This is an optimization exercise on Yosys and OpenROAD, whose aim is small area, a short achievable clock period and few clock cycles per item, not a production implementation.
For this run, only the layout was checked, not whether the RTL still works.
No activity file was given, so power comes from the tool's default toggle rates.

==> design.v <==
package aup_pkg;
    localparam int CHAN_W   = 8;
    localparam int N_STAGE  = 4;
endpackage
module aup_lane (
    input  logic       i_clk,
    input  logic [7:0] i_chan,
    input  logic [7:0] i_alpha_s0,    
    input  logic [9:0] i_alpha3_s0,   
    input  logic [7:0] i_alpha_s1,    
    input  logic [9:0] i_alpha3_s1,   
    input  logic [7:0] i_alpha_s2,    
    input  logic [9:0] i_alpha3_s2,   
    input  logic [7:0] i_alpha_s3,    
    input  logic [9:0] i_alpha3_s3,   
    output logic       o_over,         
    output logic [7:0] o_q             
);
    function automatic logic [7:0] ge_pfx(input logic [7:0] x, input logic [7:0] y);
        logic [7:0] g, p, gn, pn;
        g = x & ~y;              
        p = x | ~y;              
        g[0] = p[0];
        for (int k = 1; k < 8; k = k * 2) begin
            gn = g;
            pn = p;
            for (int i = k; i < 8; i++) begin
                gn[i] = g[i] | (p[i] & g[i-k]);
                pn[i] = p[i] & p[i-k];
            end
            g = gn;
            p = pn;
        end
        ge_pfx = g;
    endfunction
    function automatic logic [8:0] div_step(input logic [7:0] rem, input logic dbit,
                                            input logic [7:0] dvs);
        logic [7:0] e;
        logic [7:0] g;
        logic       ge;
        logic [7:0] d;
        e  = {rem[6:0], dbit};
        g  = ge_pfx(e, dvs);
        ge = rem[7] | g[7];
        d[0] = e[0] ^ dvs[0];
        for (int i = 1; i < 8; i++) d[i] = e[i] ^ dvs[i] ^ ~g[i-1];
        div_step = ge ? {1'b1, d} : {1'b0, e};
    endfunction
    function automatic logic [9:0] div_step4(input logic [7:0] rem, input logic [1:0] dbits,
                                             input logic [7:0] dvs, input logic [9:0] dvs3);
        logic [9:0]  ext;
        logic [10:0] d1, d2, d3;
        ext = {rem, dbits};
        d1  = {1'b0, ext} - {3'b0, dvs};
        d2  = {1'b0, ext} - {2'b0, dvs, 1'b0};
        d3  = {1'b0, ext} - {1'b0, dvs3};
        if (!d3[10])      div_step4 = {2'd3, d3[7:0]};
        else if (!d2[10]) div_step4 = {2'd2, d2[7:0]};
        else if (!d1[10]) div_step4 = {2'd1, d1[7:0]};
        else              div_step4 = {2'd0, ext[7:0]};
    endfunction
    function automatic logic [7:0] dec_sat(input logic [7:0] c);
        logic [7:0] o;           
        logic       any;
        o[0] = 1'b0;
        o[1] = c[0];
        o[2] = c[0] | c[1];
        o[3] = o[2] | c[2];
        o[4] = o[2] | (c[2] | c[3]);
        o[5] = o[4] | c[4];
        o[6] = o[4] | (c[4] | c[5]);
        o[7] = o[4] | (c[4] | c[5] | c[6]);
        any  = o[4] | (c[4] | c[5] | c[6] | c[7]);
        dec_sat = c ^ (~o & {8{any}});
    endfunction
    logic [7:0] r_hi;
    logic       r_cz;
    always_ff @(posedge i_clk) begin
        r_hi <= dec_sat(i_chan);
        r_cz <= (i_chan == 8'd0);
    end
    logic [7:0] w_ovp;
    assign w_ovp = ge_pfx(r_hi, i_alpha_s0);
    logic [7:0] r_rem1, r_sh1;
    logic       r_ov1;
    logic [7:0] r_rem2, r_sh2;
    logic       r_ov2;
    logic [7:0] r_rem3, r_sh3;
    logic       r_ov3;
    logic [7:0] w_rem1, w_sh1;
    logic       w_ov1;
    always_comb begin
        logic [8:0] st;
        logic [9:0] st4;
        w_rem1 = r_hi;
        w_sh1  = (~r_hi & {8{~r_cz}});
        st4 = div_step4(w_rem1, w_sh1[7:6], i_alpha_s0, i_alpha3_s0);
        w_rem1 = st4[7:0];
        w_sh1  = {w_sh1[5:0], st4[9:8]};
    end
    assign w_ov1 = w_ovp[7];
    always_ff @(posedge i_clk) begin
        r_rem1 <= w_rem1;
        r_sh1  <= w_sh1;
        r_ov1  <= w_ov1;
    end
    logic [7:0] w_rem2, w_sh2;
    logic       w_ov2;
    always_comb begin
        logic [8:0] st;
        logic [9:0] st4;
        w_rem2 = r_rem1;
        w_sh2  = r_sh1;
        st4 = div_step4(w_rem2, w_sh2[7:6], i_alpha_s1, i_alpha3_s1);
        w_rem2 = st4[7:0];
        w_sh2  = {w_sh2[5:0], st4[9:8]};
    end
    assign w_ov2 = r_ov1;
    always_ff @(posedge i_clk) begin
        r_rem2 <= w_rem2;
        r_sh2  <= w_sh2;
        r_ov2  <= w_ov2;
    end
    logic [7:0] w_rem3, w_sh3;
    logic       w_ov3;
    always_comb begin
        logic [8:0] st;
        logic [9:0] st4;
        w_rem3 = r_rem2;
        w_sh3  = r_sh2;
        st4 = div_step4(w_rem3, w_sh3[7:6], i_alpha_s2, i_alpha3_s2);
        w_rem3 = st4[7:0];
        w_sh3  = {w_sh3[5:0], st4[9:8]};
    end
    assign w_ov3 = r_ov2;
    always_ff @(posedge i_clk) begin
        r_rem3 <= w_rem3;
        r_sh3  <= w_sh3;
        r_ov3  <= w_ov3;
    end
    logic [7:0] w_rem4, w_sh4;
    logic       w_ov4;
    always_comb begin
        logic [8:0] st;
        logic [9:0] st4;
        w_rem4 = r_rem3;
        w_sh4  = r_sh3;
        st4 = div_step4(w_rem4, w_sh4[7:6], i_alpha_s3, i_alpha3_s3);
        w_rem4 = st4[7:0];
        w_sh4  = {w_sh4[5:0], st4[9:8]};
    end
    assign w_ov4 = r_ov3;
    assign o_q    = w_sh4;
    assign o_over = w_ov4;
endmodule
module aup_merge (
    input  logic [7:0] i_q,
    input  logic       i_zero,
    input  logic       i_over,
    output logic [7:0] o_chan
);
    assign o_chan = i_zero ? 8'd0 : (i_over ? 8'd255 : i_q);
endmodule
import aup_pkg::*;
module argb_unpremultiply (
    input  logic                             i_clk,
    input  logic                             i_rst_n,
    input  logic                             start,
    output logic                             busy,
    input  logic [aup_pkg::CHAN_W-1:0]       i_in_blue,
    input  logic [aup_pkg::CHAN_W-1:0]       i_in_green,
    input  logic [aup_pkg::CHAN_W-1:0]       i_in_red,
    input  logic [aup_pkg::CHAN_W-1:0]       i_in_alpha,
    output logic                             o_strobe,
    output logic [aup_pkg::CHAN_W-1:0]       o_out_red,
    output logic [aup_pkg::CHAN_W-1:0]       o_out_green,
    output logic [aup_pkg::CHAN_W-1:0]       o_out_blue,
    output logic [aup_pkg::CHAN_W-1:0]       o_out_alpha,
    output logic                             o_bad_premul
);
    logic [N_STAGE:0]                r_vld;
    logic [N_STAGE-1:0][CHAN_W-1:0]  r_alpha;
    logic [N_STAGE-1:0][CHAN_W+1:0]  r_alpha3;
    logic [7:0] w_q_red, w_q_green, w_q_blue;
    logic [7:0] w_c_red, w_c_green, w_c_blue;
    logic       w_ov_red, w_ov_green, w_ov_blue;
    logic       w_zero;
    assign busy = 1'b0;
    always_ff @(posedge i_clk) begin
        if (!i_rst_n) begin
            r_vld <= '0;
        end else begin
            r_vld <= {r_vld[N_STAGE-1:0], start};
        end
    end
    always_ff @(posedge i_clk) begin
        r_alpha[0] <= i_in_alpha;
        for (int k = 1; k < N_STAGE; k++) begin
            r_alpha[k] <= r_alpha[k-1];
        end
    end
    always_ff @(posedge i_clk) begin
        r_alpha3[0] <= {2'b0, i_in_alpha} + {1'b0, i_in_alpha, 1'b0};
        for (int k = 1; k < N_STAGE; k++) begin
            r_alpha3[k] <= r_alpha3[k-1];
        end
    end
    aup_lane u_red (
        .i_clk   (i_clk),
        .i_chan  (i_in_red),
        .i_alpha_s0 (r_alpha[0]),
        .i_alpha3_s0 (r_alpha3[0]),
        .i_alpha_s1 (r_alpha[1]),
        .i_alpha3_s1 (r_alpha3[1]),
        .i_alpha_s2 (r_alpha[2]),
        .i_alpha3_s2 (r_alpha3[2]),
        .i_alpha_s3 (r_alpha[3]),
        .i_alpha3_s3 (r_alpha3[3]),
        .o_over  (w_ov_red),
        .o_q     (w_q_red)
    );
    aup_lane u_green (
        .i_clk   (i_clk),
        .i_chan  (i_in_green),
        .i_alpha_s0 (r_alpha[0]),
        .i_alpha3_s0 (r_alpha3[0]),
        .i_alpha_s1 (r_alpha[1]),
        .i_alpha3_s1 (r_alpha3[1]),
        .i_alpha_s2 (r_alpha[2]),
        .i_alpha3_s2 (r_alpha3[2]),
        .i_alpha_s3 (r_alpha[3]),
        .i_alpha3_s3 (r_alpha3[3]),
        .o_over  (w_ov_green),
        .o_q     (w_q_green)
    );
    aup_lane u_blue (
        .i_clk   (i_clk),
        .i_chan  (i_in_blue),
        .i_alpha_s0 (r_alpha[0]),
        .i_alpha3_s0 (r_alpha3[0]),
        .i_alpha_s1 (r_alpha[1]),
        .i_alpha3_s1 (r_alpha3[1]),
        .i_alpha_s2 (r_alpha[2]),
        .i_alpha3_s2 (r_alpha3[2]),
        .i_alpha_s3 (r_alpha[3]),
        .i_alpha3_s3 (r_alpha3[3]),
        .o_over  (w_ov_blue),
        .o_q     (w_q_blue)
    );
    assign w_zero = (r_alpha[N_STAGE-1] == '0);
    aup_merge u_m_red   (.i_q(w_q_red),   .i_zero(w_zero), .i_over(w_ov_red),   .o_chan(w_c_red));
    aup_merge u_m_green (.i_q(w_q_green), .i_zero(w_zero), .i_over(w_ov_green), .o_chan(w_c_green));
    aup_merge u_m_blue  (.i_q(w_q_blue),  .i_zero(w_zero), .i_over(w_ov_blue),  .o_chan(w_c_blue));
    always_ff @(posedge i_clk) begin
        o_out_red    <= w_c_red;
        o_out_green  <= w_c_green;
        o_out_blue   <= w_c_blue;
        o_out_alpha  <= r_alpha[N_STAGE-1];
        o_bad_premul <= ~w_zero & (w_ov_red | w_ov_green | w_ov_blue);
    end
    assign o_strobe = r_vld[N_STAGE];
endmodule
==> flow/run.sh <==
#!/bin/bash
# The standard layout, with two synthesis changes: adders are left to ABC
# (no fa/ha cell mapping), and ABC maps for delay with flow/abc.script.
set -euo pipefail
export MY_ABC_SCRIPT=$PWD/flow/abc.script
bash standard.sh ADDER_MAP_FILE= SYNTH_SCRIPT=$PWD/flow/my_synth.tcl finish > standard_flow.log 2>&1
==> flow/abc.script <==
strash
dch
map -D 1000
topo
stime -c
buffer -c
upsize -c
dnsize -c
==> flow/my_synth.tcl <==
# The standard flow's synthesis script (synth_recipe.tcl), with ABC run on flow/abc.script
proc synth {args} { yosys synth -nofsm -noshare {*}$args }
proc abc {args} {
  set i [lsearch -exact $args -script]
  if { $i >= 0 } { lset args [expr {$i + 1}] $::env(MY_ABC_SCRIPT) }
  yosys abc {*}$args
}
source $::env(SCRIPTS_DIR)/synth.tcl
# left out here: clear keep_hierarchy, flatten, clean up, hide names made inside functions, write 1_2_yosys.v
==> standard.sh <==
#!/bin/bash
# synth_recipe.tcl (not shown) runs the flow's synth.tcl, then flattens the netlist and writes it again
# the make line also repeats each setting of config.mk as NAME=value (left out here)
make -C /OpenROAD-flow-scripts/flow DESIGN_CONFIG=/design/flow/config.mk WORK_HOME=/design/flow/orfs CLKGATE_MAP_FILE= SYNTH_SCRIPT=/design/flow/synth_recipe.tcl "${@:-finish}"
==> config.mk <==
export PLATFORM = sky130hd
export DESIGN_NAME = argb_unpremultiply
export DESIGN_NICKNAME = argb_unpremultiply
export VERILOG_FILES = /design/flow/design.v
export SDC_FILE = /design/flow/constraint.sdc
export NUM_CORES = 4
export LEC_CHECK = 0
export CAP_MARGIN = 20
export CORE_MARGIN = 2
export CORE_UTILIZATION = 40
export CTS_CLUSTER_DIAMETER = 100
export CTS_CLUSTER_SIZE = 25
export SETUP_SLACK_MARGIN = 2.55
export SLEW_MARGIN = 20
==> constraint.sdc <==
create_clock -name core_clock -period 4.5 [get_ports {i_clk}]
set_input_delay 0.9000 -clock core_clock [delete_from_list [all_inputs] [get_ports {i_clk}]]
set_output_delay 0.9000 -clock core_clock [all_outputs]
set_load 0.01 [all_outputs]
==> flow_summary.yaml <==
synth:
  synthCells: 3239
  yosysTopAreaCell: "dfxtp_1"
  synth_top_family_by_area: "simple AND/OR/NAND/NOR gates"
  syn_nets: 3274
  syn-cell-area_um2: 20400
  ys_top_cells_by_area: "dfxtp_1, nand2_1, nor2_1, inv_1, a21oi_1"
  synth-simple-area-share_pct: 36.2
  avgSynthCellArea_um2: 6.30
  synth-adder-area-share_pct: 0
  yosysWarningCount: 2
  synth_compound_area_share_pct: 22.8
  ys_types: 76
  synth-main-ff-cell: "dfxtp_1"
  synthMuxAreaShare_pct: 0
  yosysSeqAreaShare_pct: 28.1
  synth-seq-cells: 286
  synth-xor-area-share_pct: 4.76
  synth_edf_count: 0
  synth_top_area_share_pct: 28.1
  async_reset_ff_share_pct: 0
sta:
  slew_viol_final: 0
  min_period_over_period_pct: 45.4
  slew_headroom_pct: 62.9
  layout_setup_ws_ns: 2.46
  hold_viol: 0
  fmax_ghz: 0.489
  fin_crit_ns: 2.04
  rsz0062_at_grt: "true"
  setup_viol: 0
  fin_worst_skew_ns: 0.0177
  tightest_slew_ns: 0.556
  fin_tns_setup_ns: 0
grt:
  gr-usage-all-layers_pct: 31.2
  grt_overflow: 0
  grt_pass1_wl_um: 129000
  use_met3_pct: 3.65
  grt_max_degree: 26
  grt-busiest-layer: "met2"
  antenna_found_initial: 0
  grtUsageMet2_pct: 53.5
  met1_usage_pct: 38.2
  grt_pass1_vias: 22348
worst_setup_path:
  worstSetupPathType: "reg -> reg"
  path_buf_inv: 2
  path_max_fanout: 10
  cp_common_cell: "nand2_1"
  cpLargestDelayFamily: "simple AND/OR/NAND/NOR gates"
  start_kind: "flop"
  path_cells: "clkinvlp_4 -> nand2_1 -> nand2_1 -> nor3_2 -> nand3_1 -> nand3_4 -> buf_4 -> o211ai_1 -> o2bb2ai_2"
  cpPeakStageDelay_ns: 0.40
  required_ns: 4.93
  end_kind: "flop"
  cp.arrival_ns: 2.48
  critPathSlowestCell: "dfxtp_4"
cells_and_area:
  syn_to_final_growth_pct: 30.7
  largest_register_ffs: 36
  layout_common_cells: "nand2_1, nor2_1, inv_1"
  largest_registers: "r_alpha3 x36, r_alpha x32"
  mostFrequentLayoutCell: "nand2_1"
  finish.utilization_pct: 53.1
  top_register: "r_alpha3"
  stdcell_area_um2: 26700
  final_layout_size_suffix_gt1_share_pct: 29.8
  layout.nets: 3531
route:
  drtIter0Drc: 2319
  wl_um: 88900
  ant_nets: 0
  via_per_inst: 5.89
  num_vias: 24591
  drc_errors: 0
  wl_per_cell_um: 21.3
  first_pass_iters: 6
power_and_ir_drop:
  power_density_nw_per_um2: 560
  p_leak_nw: 11.5
  finalPower_w: 0.0149
  vdd_ir_drop_max_mv: 0.286
clock_network:
  insertion_delay_ns: 0.57
  cts_tree: "done"
  numCtsBuffers: 18
  cts_buffer_depth: 3
  h-tree-depth: 1
  cts_sinks: 286
  cts_root_buf: "clkbuf_16"
  clk_pin_slew_worst_paths_ns: 0.11
  ctsHoldBuffers: 0
job:
  maxCapViolations: 0
place:
  placed_area_um2: 21500
  routabilityCongestion: 0.999
  io_buffers: 68
  dpl_worst_slack_ns: 1.48
  dpl.hpwl_um: 65400
status:
  outcome: "no timing/DRC/antenna violations"
floorplanning:
  io_pins: 70
  die_h_um: 230
  die_w_um: 230
  rows: 82
  die-area_um2: 52800
  core-area_um2: 50300
  start_util_pct: 40.6
min_path:
  hold_path_class: "reg -> reg"
[area by class of cell]
class | count | area [um^2]
antenna | 1 | 2.50
timing repair buffer | 290 | 2480
clock inverter | 9 | 129
clock buffer | 18 | 450
multi-input combinational | 2588 | 15300
tap | 672 | 841
fill | 5053 | 23600
sequential | 286 | 6090
inverter | 312 | 1340
[cell usage after synthesis, drive strengths merged (13+ instances only)]
| master | n |
|---|---|
| nor4 | 21 |
| nand4 | 60 |
| nor3 | 47 |
| buf | 58 |
| o2111ai | 13 |
| dfxtp | 286 |
| or2 | 19 |
| o21bai | 18 |
| a21boi | 40 |
| inv | 309 |
| xor2 | 74 |
| nand2 | 801 |
| o22ai | 19 |
| nor2 | 579 |
| and3 | 16 |
| a22oi | 26 |
| nand3 | 155 |
| o221ai | 14 |
| nand3b | 14 |
| a21oi | 197 |
| a31oi | 70 |
| xnor2 | 37 |
| o21ai | 228 |
| o211ai | 62 |
[routing by layer]
metal | wire, um | vias up
li1 | - | 11478
met4 | 5750 | 0
met2 | 41800 | 1242
met1 | 34600 | 11543
met5 | 0 | -
met3 | 6750 | 328
[timing repair]
item,in CTS,in global routing
setup buffers,120,100
setup endpoints to repair,142,130
pin swaps,58,141
cloned,3,7
resized for setup,582,485
[worst reg2reg max path, stage by stage, from the launching register on]
cell	delay [ns]
dfxtp_4	0.40
clkinvlp_4	0.21
nand2_1	0.19
nand2_1	0.11
nor3_2	0.22
nand3_1	0.17
nand3_4	0.18
buf_4	0.13
o211ai_1	0.10
o2bb2ai_2	0.18
[kinds of logic after synthesis]
family / Yosys count
xor gates and xnor gates: 111
buffers and inverters: 375
other: 1
and+or+nand+nor: 1719
DFF: 286
AOI/OAI and AO/OA: 747
[power by group]
part	leakage (nW)	internal, W	switching [W]
registers	2.43	0.00321	0.000971
clock network	0.274	0.000784	0.00105
logic	8.84	0.00337	0.00554
total	11.5	0.00736	0.00757
[metrics by stage]
| step | hold slack [ns] | std cells |
|---|---|---|
| 2_1_floorplan | 0.310 | 3239 |
| 4_1_cts | 0.336 | 4068 |
| 5_1_grt | 0.337 | 4175 |
| 3_3_place_gp | 0.310 | 3918 |
| 6_report | 0.330 | 4176 |
| 3_5_place_dp | 0.313 | 3918 |
[worst paths after layout]
kind | start | to | slack (ns) | cells past startpoint
setup / recovery | r_alpha[15]$_DFF_P_ | u_blue.r_rem2[6]$_DFF_P_ | 2.46 | 9
hold / removal | u_red.r_sh1[1]$_SDFF_PN1_ | u_red.r_sh2[3]$_DFF_P_ | 0.33 | 0
setup reg to reg | r_alpha[15]$_DFF_P_ | u_blue.r_rem2[6]$_DFF_P_ | 2.46 | 9
hold reg to reg | u_red.r_sh1[1]$_SDFF_PN1_ | u_red.r_sh2[3]$_DFF_P_ | 0.33 | 0

[static timing again, ports no longer ideal]
No port has a modelled driver above. Below, the same layout with a new extraction and two added sets of constraints.
Step 1 sets driving cells, clkbuf_16 on the clock port and buf_2 on the other inputs (assumed; they add their load-dependent delay and slew).
Step 2 also shifts input and output timing later by t, the mid clock arrival at the registers, as if the neighbouring blocks saw the same clock.
Three values: no drivers, after step 1, after step 2; two values: the first two.
t, ns: 0.615
slack for setup (ns): 2.455 / 2.455 / 2.091
worst data-port slew with drivers (ns): 0.05
After both steps this run still meets setup and hold. The setup slack of this run moves by 0.000 ns with the drivers and by -0.364 ns with both steps.
